Background: an optimization exercise with open tools, aiming at small area. Do not read the settings as production practice. The RTL was checked by simulation tests, not by an equivalence proof against the original design. Power is estimated from default activity; no workload was simulated.

==> flow/design.v <==
package b58enc_pkg;
    localparam int MAX_BYTES_DEF   = 32;
    localparam int DIGIT_SLOTS_DEF = 44;
    localparam int RING_SLOTS      = DIGIT_SLOTS_DEF - 1;
    localparam int RADIX   = 58;
    localparam int BYTE_W  = 8;
    localparam int DIGIT_W = 6;
    localparam int CHAR_W  = 7;
    localparam int CNT_W   = 6;
    localparam logic [RADIX*8-1:0] ALPHABET =
        "123456789ABCDEFGHJKLMNPQRSTUVWXYZabcdefghijkmnopqrstuvwxyz";
    function automatic logic [CHAR_W-1:0] b58_char(input logic [DIGIT_W-1:0] d);
        b58_char = CHAR_W'(d) + 7'd49 + ((d >= 6'd9) ? 7'd7 : 7'd0) + ((d >= 6'd17) ? 7'd1 : 7'd0)
                 + ((d >= 6'd22) ? 7'd1 : 7'd0) + ((d >= 6'd33) ? 7'd6 : 7'd0)
                 + ((d >= 6'd44) ? 7'd1 : 7'd0);
    endfunction
    localparam logic [CNT_W-1:0] CNT_START   = 6'b000000;
    localparam logic [CNT_W-1:0] CNT_44      = 6'b100100;    
    localparam logic [CNT_W-1:0] POS_FIRST_M = 6'b010111;    
    localparam logic [CNT_W-1:0] POS_FIRST_V = 6'b000000;
    localparam logic [CNT_W-1:0] POS_LAST_M  = 6'b011110;    
    localparam logic [CNT_W-1:0] POS_LAST_V  = 6'b001000;
    localparam logic [CNT_W-1:0] CNT_FULL_M  = 6'b101111;    
    localparam logic [CNT_W-1:0] CNT_FULL_V  = 6'b101000;
    localparam logic [CNT_W-1:0] CNT_ZERO_M  = 6'b010111;    
    localparam logic [CNT_W-1:0] CNT_ZERO_V  = 6'b000000;
    localparam logic [CNT_W-1:0] CNT_TOP_M   = 6'b111001;    
    localparam logic [CNT_W-1:0] CNT_TOP_V   = 6'b100000;
    function automatic logic [CNT_W-1:0] cnt_next(input logic [CNT_W-1:0] s);
        cnt_next = {s[4:0], ~(s[5] ^ s[4])};
    endfunction
    function automatic logic [CNT_W-1:0] cnt_prev(input logic [CNT_W-1:0] s);
        cnt_prev = {~(s[0] ^ s[5]), s[5:1]};
    endfunction
endpackage
module b58enc_divmod (
    input  logic [b58enc_pkg::DIGIT_W-1:0] i_digit,
    input  logic                           i_carry,
    output logic [b58enc_pkg::DIGIT_W-1:0] o_digit,
    output logic                           o_carry
);
    logic [b58enc_pkg::DIGIT_W:0] t;
    always_comb begin
        t       = {i_digit, i_carry};
        o_carry = (t >= 7'(b58enc_pkg::RADIX));
        o_digit = o_carry ? b58enc_pkg::DIGIT_W'(t - 7'(b58enc_pkg::RADIX))
                          : b58enc_pkg::DIGIT_W'(t);
    end
endmodule
module b58enc_ram #(
    parameter int WIDTH = b58enc_pkg::DIGIT_W,
    parameter int DEPTH = b58enc_pkg::DIGIT_SLOTS_DEF
) (
    input  logic             i_clk,
    input  logic [WIDTH-1:0] i_wdata,
    output logic [WIDTH-1:0] o_rdata
);
    logic [WIDTH*DEPTH-1:0] r_sr;
    always_ff @(posedge i_clk) begin
        r_sr <= {r_sr[WIDTH*(DEPTH-1)-1:0], i_wdata};
    end
    assign o_rdata = r_sr[WIDTH*DEPTH-1 -: WIDTH];
endmodule
module base58_encoder_unit (
    input  logic                          i_clk,
    input  logic                          i_rst_n,
    input  logic                          i_in_valid,
    output logic                          o_in_ready,
    input  logic [b58enc_pkg::BYTE_W-1:0] i_in_data_byte,
    input  logic                          i_in_last_byte,
    output logic                          o_out_valid,
    input  logic                          i_out_ready,
    output logic [b58enc_pkg::CHAR_W-1:0] o_out_char,
    output logic                          o_out_last_char,
    output logic                          o_out_overflow
);
    localparam int N  = b58enc_pkg::RING_SLOTS;
    localparam int DW = b58enc_pkg::DIGIT_W;
    localparam int CW = b58enc_pkg::CNT_W;
    localparam logic [CW-1:0] C_ZERO = b58enc_pkg::CNT_START;
    typedef enum logic [1:0] {
        S_IN, S_SCAN, S_OUT
    } t_state;
    t_state          r_state;
    logic [CW-1:0]   r_pos;      
    logic [2:0]      r_bit;      
    logic            r_run;      
    logic            r_carry;
    logic [CW-1:0]   r_cnt;      
    logic [CW-1:0]   r_zp;       
    logic            r_top;      
    logic            r_inzp;     
    logic            r_ovf;
    logic            r_out_valid;
    logic [DW-1:0]   ring_out;
    logic [DW-1:0]   ring_in;
    logic [DW-1:0]   fold_in;
    logic [DW-1:0]   fold_out;
    logic            fold_cin;
    logic            fold_cout;
    logic            pos_first;
    logic            pos_last;
    logic [CW-1:0]   pos_inc;
    logic [CW-1:0]   zp_inc;
    logic            drop;
    logic            cnt_zero;
    logic            cnt_top;
    logic            fold_en;
    logic            in_ready;
    logic            out_free;
    b58enc_ram #(
        .WIDTH (DW),
        .DEPTH (N)
    ) u_digits (
        .i_clk   (i_clk),
        .i_wdata (ring_in),
        .o_rdata (ring_out)
    );
    b58enc_divmod u_fold (
        .i_digit (fold_in),
        .i_carry (fold_cin),
        .o_digit (fold_out),
        .o_carry (fold_cout)
    );
    always_comb begin
        pos_first = ((r_pos & b58enc_pkg::POS_FIRST_M) == b58enc_pkg::POS_FIRST_V);
        pos_last  = ((r_pos & b58enc_pkg::POS_LAST_M) == b58enc_pkg::POS_LAST_V);
        pos_inc   = b58enc_pkg::cnt_next(r_pos);
        zp_inc    = b58enc_pkg::cnt_next(r_zp);
        drop      = ((r_cnt & b58enc_pkg::CNT_FULL_M) == b58enc_pkg::CNT_FULL_V);
        cnt_zero  = ((r_cnt & b58enc_pkg::CNT_ZERO_M) == b58enc_pkg::CNT_ZERO_V);
        cnt_top   = ((r_cnt & b58enc_pkg::CNT_TOP_M) == b58enc_pkg::CNT_TOP_V);
        fold_en   = (r_state == S_IN) && i_in_valid && !drop && (r_run || pos_first);
        fold_in   = (r_inzp && (r_bit == '0)) ? '0 : ring_out;
        fold_cin  = pos_first ? i_in_data_byte[~r_bit] : r_carry;
        ring_in   = fold_en ? fold_out : ring_out;
        in_ready  = (r_state == S_IN) && pos_last && (drop || (r_run && (r_bit == 3'd7)));
        out_free  = !r_out_valid || i_out_ready;
    end
    assign o_in_ready      = in_ready;
    assign o_out_valid     = r_out_valid;
    assign o_out_char      = b58enc_pkg::b58_char(r_zp);
    assign o_out_last_char = cnt_zero;
    assign o_out_overflow  = r_ovf;
    always_ff @(posedge i_clk) begin
        r_carry <= fold_cout;
        r_run   <= fold_en && !pos_last;
        if (!i_rst_n) begin
            r_state     <= S_IN;
            r_pos       <= C_ZERO;
            r_bit       <= '0;
            r_cnt       <= C_ZERO;
            r_zp        <= C_ZERO;
            r_top       <= 1'b1;
            r_inzp      <= 1'b1;
            r_ovf       <= 1'b0;
            r_out_valid <= 1'b0;
        end else begin
            r_pos <= pos_last ? C_ZERO : pos_inc;
            if (fold_en && pos_last) begin
                r_bit <= r_bit + 3'd1;
                if (r_top) begin
                    r_zp <= {r_zp[CW-2:0], fold_cout};
                end
            end
            if (i_out_ready) begin
                r_out_valid <= 1'b0;
            end
            unique case (r_state)
                S_IN: begin
                    if (in_ready && i_in_valid) begin
                        if (drop) begin
                            r_ovf <= 1'b1;
                        end else begin
                            r_cnt <= b58enc_pkg::cnt_next(r_cnt);
                            if (r_inzp && (i_in_data_byte == '0)) begin
                                r_zp  <= zp_inc;
                                r_top <= 1'b0;
                            end else begin
                                r_inzp <= 1'b0;
                            end
                        end
                        if (i_in_last_byte) begin
                            r_state <= S_SCAN;
                        end
                    end
                end
                S_SCAN: begin
                    r_top <= 1'b0;
                    if (r_top && (r_zp != '0)) begin
                        r_cnt   <= b58enc_pkg::CNT_44;
                        r_state <= S_OUT;
                    end else begin
                        r_zp <= pos_last ? '0 : zp_inc;
                        if (ring_out != '0) begin
                            r_cnt <= zp_inc;
                        end
                        if (pos_last) begin
                            r_state <= S_OUT;
                        end
                    end
                end
                S_OUT: begin
                    if (cnt_zero) begin
                        if (out_free) begin
                            r_zp    <= C_ZERO;
                            r_top   <= 1'b1;
                            r_inzp  <= 1'b1;
                            r_ovf   <= 1'b0;
                            r_state <= S_IN;
                        end
                    end else if (out_free && cnt_top) begin
                        r_out_valid <= 1'b1;
                        r_cnt       <= b58enc_pkg::cnt_prev(r_cnt);
                    end else if (out_free && (pos_inc == r_cnt)) begin
                        r_out_valid <= 1'b1;
                        r_zp        <= ring_out;
                        r_cnt       <= b58enc_pkg::cnt_prev(r_cnt);
                    end
                end
                default: begin
                    r_state <= S_IN;
                end
            endcase
        end
    end
endmodule
==> flow/config.mk <==
export PLATFORM = sky130hd
export DESIGN_NAME = base58_encoder_unit
export DESIGN_NICKNAME = base58_encoder_unit
export VERILOG_FILES = /design/flow/design.v
export SDC_FILE = /design/flow/constraint.sdc
export NUM_CORES = 4
export LEC_CHECK = 0
export CAP_MARGIN = 20
export CORE_MARGIN = 2
export CORE_UTILIZATION = 80
export SLEW_MARGIN = 20
==> flow/constraint.sdc <==
create_clock -name core_clock -period 12.0 [get_ports {i_clk}]
set_input_delay 2.4000 -clock core_clock [delete_from_list [all_inputs] [get_ports {i_clk}]]
set_output_delay 2.4000 -clock core_clock [all_outputs]
set_load 0.01 [all_outputs]
standard.sh (not shown) runs the stock make flow with config.mk's settings and CLKGATE_MAP_FILE= SYNTH_SCRIPT=/design/flow/synth_recipe.tcl, a recipe that flattens the netlist after the stock synthesis.
==> flow/flow/run.sh <==
#!/bin/bash
# Own layout flow: the standard synthesis, then its combinational logic re-mapped for
# area (flip-flops untouched; several ABC runs, the smallest that is proven equivalent to the
# standard netlist is kept), then the standard ORFS flow from floorplan to finish with small
# port buffers, no dummy clock loads and a small clock root buffer. Each tool's output goes to a log here.
set -euo pipefail
W=$(pwd)
R=$W/orfs/results/$FLOW_PLATFORM/base58_encoder_unit/base
L=$W/orfs/logs/$FLOW_PLATFORM/base58_encoder_unit/base

bash standard.sh synth > "$W/log_1_standard_synth.log" 2>&1

cp "$R/1_2_yosys.v" "$W/standard_1_2_yosys.v"
export REMAP_LIB=$FLOW_HOME/platforms/$FLOW_PLATFORM/lib/sky130_fd_sc_hd__tt_025C_1v80.lib
export REMAP_DIR=$W/flow
export REMAP_IN=$W/standard_1_2_yosys.v
REMAP_DONT_USE=""
for c in $(grep -oE -- "-dont_use [A-Za-z0-9_]+" "$L/1_2_yosys.log" | awk '{print $2}' | sort -u); do
  REMAP_DONT_USE="$REMAP_DONT_USE -dont_use $c"
done
export REMAP_DONT_USE

# one ABC run per seed, in parallel
for s in 1 2 3 4; do
  sed "s/@SEED@/$s/" "$W/flow/remap.abc" > "$W/remap_$s.abc"
  REMAP_ABC=$W/remap_$s.abc REMAP_OUT=$W/remapped_$s.v \
    yosys -c "$W/flow/remap.tcl" > "$W/log_2_remap_$s.log" 2>&1 &
done
wait || true

best=""
best_area=""
for s in 1 2 3 4; do
  f=$W/remapped_$s.v
  [[ -f $f.stat ]] || continue
  a=$(awk '/Chip area/ {print $NF}' "$f.stat")
  if REMAP_OUT=$f yosys -c "$W/flow/equiv.tcl" > "$W/log_2_equiv_$s.log" 2>&1; then
    if [[ -z $best ]] || awk -v a="$a" -v b="$best_area" 'BEGIN {exit !(a < b)}'; then
      best=$f
      best_area=$a
    fi
  fi
done
echo "re-mapped netlist kept: ${best:-none (standard netlist kept)} ${best_area}" > "$W/log_2_remap_choice.log"
if [[ -n $best ]]; then
  cp "$best" "$R/1_2_yosys.v"
fi
rm -f "$R/1_synth.odb" "$R/1_synth.sdc"
touch "$R/1_2_yosys.v"

CTS="-sink_clustering_enable -repair_clock_nets -dont_use_dummy_load"
CTS="$CTS -buf_list sky130_fd_sc_hd__clkbuf_8 -root_buf sky130_fd_sc_hd__clkbuf_4"
CTS="$CTS -sink_clustering_size 24 -sink_clustering_max_diameter 60"
bash standard.sh "CTS_ARGS=$CTS" "BUFFER_PORTS_ARGS=-buffer_cell sky130_fd_sc_hd__buf_1" finish \
  > "$W/log_3_standard_finish.log" 2>&1
Other scripts of this flow, unchanged in this note and not shown: flow/flow/equiv.tcl, flow/flow/ff_models.v, flow/flow/ff_stubs.v, flow/flow/remap.abc, flow/flow/remap.tcl
The starting point ended with an error in detailed placement (DPL-0033).
Change:
--- a/flow/flow/run.sh
+++ b/flow/flow/run.sh
@@ -53 +53 @@
-CTS="$CTS -sink_clustering_size 24 -sink_clustering_max_diameter 60"
+CTS="$CTS -sink_clustering_size 22 -sink_clustering_max_diameter 60"
- CORE_UTILIZATION: 80 -> 72
Now the flow passed the timing, DRC and antenna checks.
Synthesized area stays the same.
Synthesized cell count does not change.
Change:
--- a/flow/flow/run.sh
+++ b/flow/flow/run.sh
@@ -53 +53 @@
-CTS="$CTS -sink_clustering_size 22 -sink_clustering_max_diameter 60"
+CTS="$CTS -sink_clustering_size 20 -sink_clustering_max_diameter 60"
- CORE_UTILIZATION: 72 -> 65
Synthesized cell count is unchanged.
Routed wire length went down by about 7%.
Sequential share of layout area went down by 0.24 points.
Sequential power is about the same.
Setup slack loses 89 ps.
Global-route usage went down by 3.7 points.
Core utilization went down by 7.8 points.
Via count went down by about 0.5%.
Count of clock-buffer cells in the layout went up by 1.
Change:
--- a/flow/flow/run.sh
+++ b/flow/flow/run.sh
@@ -53 +53 @@
-CTS="$CTS -sink_clustering_size 20 -sink_clustering_max_diameter 60"
+CTS="$CTS -sink_clustering_size 22 -sink_clustering_max_diameter 60"
Outcome: The new run ran to the end with no violations. Register-to-register slack barely changes. Synthesized cell count is unchanged. Maximum frequency increases slightly. Global-route usage is about the same.
Change:
- CORE_UTILIZATION: 65 -> 80
Effect: The changed run did not get past detailed placement, error DPL-0033; area after synthesis does not change; synthesized cell count stays the same.

Setup of run 1:
Another version of the RTL of base58_encoder_unit (not shown whole).
Size: ~510 cells after synthesis, about 24 I/O pins, ~6900 µm² of cells after synthesis.
Settings: LEC_CHECK=0, CAP_MARGIN=20, CORE_MARGIN=2, CORE_UTILIZATION=65, SLEW_MARGIN=20; clock period 12.0 ns.
==> flow/flow/run.sh <==
#!/bin/bash
# Own layout flow: the standard synthesis, then its combinational logic re-mapped for
# area (flip-flops untouched; several ABC runs, the smallest that is proven equivalent to the
# standard netlist is kept), then the standard ORFS flow from floorplan to finish with small
# port buffers and no dummy clock loads. Each tool's output goes to a log here.
set -euo pipefail
W=$(pwd)
R=$W/orfs/results/$FLOW_PLATFORM/base58_encoder_unit/base
L=$W/orfs/logs/$FLOW_PLATFORM/base58_encoder_unit/base

bash standard.sh synth > "$W/log_1_standard_synth.log" 2>&1

cp "$R/1_2_yosys.v" "$W/standard_1_2_yosys.v"
export REMAP_LIB=$FLOW_HOME/platforms/$FLOW_PLATFORM/lib/sky130_fd_sc_hd__tt_025C_1v80.lib
export REMAP_DIR=$W/flow
export REMAP_IN=$W/standard_1_2_yosys.v
REMAP_DONT_USE=""
for c in $(grep -oE -- "-dont_use [A-Za-z0-9_]+" "$L/1_2_yosys.log" | awk '{print $2}' | sort -u); do
  REMAP_DONT_USE="$REMAP_DONT_USE -dont_use $c"
done
export REMAP_DONT_USE

# one ABC run per seed, in parallel
for s in 1 2 3 4; do
  sed "s/@SEED@/$s/" "$W/flow/remap.abc" > "$W/remap_$s.abc"
  REMAP_ABC=$W/remap_$s.abc REMAP_OUT=$W/remapped_$s.v \
    yosys -c "$W/flow/remap.tcl" > "$W/log_2_remap_$s.log" 2>&1 &
done
wait || true

best=""
best_area=""
for s in 1 2 3 4; do
  f=$W/remapped_$s.v
  [[ -f $f.stat ]] || continue
  a=$(awk '/Chip area/ {print $NF}' "$f.stat")
  if REMAP_OUT=$f yosys -c "$W/flow/equiv.tcl" > "$W/log_2_equiv_$s.log" 2>&1; then
    if [[ -z $best ]] || awk -v a="$a" -v b="$best_area" 'BEGIN {exit !(a < b)}'; then
      best=$f
      best_area=$a
    fi
  fi
done
echo "re-mapped netlist kept: ${best:-none (standard netlist kept)} ${best_area}" > "$W/log_2_remap_choice.log"
if [[ -n $best ]]; then
  cp "$best" "$R/1_2_yosys.v"
fi
rm -f "$R/1_synth.odb" "$R/1_synth.sdc"
touch "$R/1_2_yosys.v"

CTS="-sink_clustering_enable -repair_clock_nets -dont_use_dummy_load"
CTS="$CTS -buf_list sky130_fd_sc_hd__clkbuf_8"
CTS="$CTS -sink_clustering_size 22 -sink_clustering_max_diameter 60"
bash standard.sh "CTS_ARGS=$CTS" "BUFFER_PORTS_ARGS=-buffer_cell sky130_fd_sc_hd__buf_1" finish \
  > "$W/log_3_standard_finish.log" 2>&1
Other scripts of this flow, unchanged in this note and not shown: flow/flow/equiv.tcl, flow/flow/ff_models.v, flow/flow/ff_stubs.v, flow/flow/remap.abc, flow/flow/remap.tcl
Relative to run 1, the following input files were edited for run 2:
-- flow/flow/run.sh --
<<< run 1, line 5
# port buffers and no dummy clock loads. Each tool's output goes to a log here.
>>> run 2, line 5
# port buffers, no dummy clock loads and a small clock root buffer. Each tool's output goes to a log here.
<<< run 1, line 52
CTS="$CTS -buf_list sky130_fd_sc_hd__clkbuf_8"
>>> run 2, line 52
CTS="$CTS -buf_list sky130_fd_sc_hd__clkbuf_8 -root_buf sky130_fd_sc_hd__clkbuf_4"
[summary]
- Wire length on met1 essentially unchanged between run 2 and run 1.
- In the tables for run 1 and run 2, final clock period utilization by the worst path reads lower with run 1.
- Per the comparison of run 2 with run 1, fmax has decreased, CTS clock-pin slew for the worst setup and hold paths barely changed.
- From run 1 to run 2 the numbers moved as follows: minimum clock period went up 0.083 ns; sequential group power held; routed wire length held; routed wirelength normalized by instance count held.
- In terms of final area, run 2 and run 1 differ only marginally.
- Run 1 | stages: all done | timing, DRC, antenna: all pass
- Run 2 has completed all stages; timing, DRC and antenna checks passed.
- Status: share of power burned in combinational logic parity (run 1, run 2)
For run 3, these inputs were changed with respect to run 2:
-- flow/flow/run.sh --
<<< run 2, line 5
# port buffers, no dummy clock loads and a small clock root buffer. Each tool's output goes to a log here.
>>> run 3, line 5
# port buffers and no dummy clock loads. Each tool's output goes to a log here.
<<< run 2, line 52
CTS="$CTS -buf_list sky130_fd_sc_hd__clkbuf_8 -root_buf sky130_fd_sc_hd__clkbuf_4"
CTS="$CTS -sink_clustering_size 22 -sink_clustering_max_diameter 60"
>>> run 3, line 52
CTS="$CTS -buf_list sky130_fd_sc_hd__clkbuf_8"
CTS="$CTS -sink_clustering_size 18 -sink_clustering_max_diameter 50"
--- outcome ---
Changes observed in run 3 relative to run 2: signed area change from the synthesized netlist to the final layout higher, combinational share of power stayed essentially flat.
The estimated power of run 3 ends up higher than the estimate for run 2.
Looking at number of vias after detailed routing, run 3 sits 20 higher than run 2 does.
Run 3 vs run 2: met2 layer usage reported by global route up
Run 3 ends up with a critical path's largest stage delay that is 0.02 ns lower than in run 2.
Run 3 gives more met2 layer wire length in the routed design than run 2 did.
Run 2 has higher length of routed wiring on met1 than run 3.

[port drivers added, routing unchanged]
The results above use ideal ports. As a check the final layouts listed here were re-extracted and re-timed, cells and wires unchanged. Step 1, drivers: a clkbuf_16 drives i_clk and a buf_2 each remaining input, both assumed. Step 2 times the ports against the registers' clock, not the clock port: input delays grow and output delays shrink by t, the midpoint of the rising clock arrivals with the driver on. a / b / c = ideal ports / drivers / drivers and shift; a / b = the first two.
| run | t (ns) | slack for setup (ns) | hold WS [ns] | clock arrival spread, ns |
|---|---|---|---|---|
| the second run of note 1 | 0.597 | 5.703 / 5.673 / 6.269 | 0.299 / 0.299 / 0.299 | 0.072 / 0.073 |
| the third run of note 1 | 0.604 | 5.614 / 5.582 / 6.186 | 0.304 / 0.304 / 0.304 | 0.060 / 0.060 |
| the fourth run of note 1 | 0.591 | 5.677 / 5.646 / 6.237 | 0.288 / 0.288 / 0.288 | 0.040 / 0.040 |
| run 1 | 0.513 | 5.933 / 5.900 / 6.413 | 0.293 / 0.293 / 0.293 | 0.048 / 0.048 |
| run 2 | 0.593 | 5.849 / 5.818 / 6.411 | 0.286 / 0.286 / 0.286 | 0.052 / 0.052 |
| run 3 | 0.505 | 5.980 / 5.946 / 6.451 | 0.308 / 0.308 / 0.308 | 0.066 / 0.066 |
After both steps setup and hold are still met in every run listed.
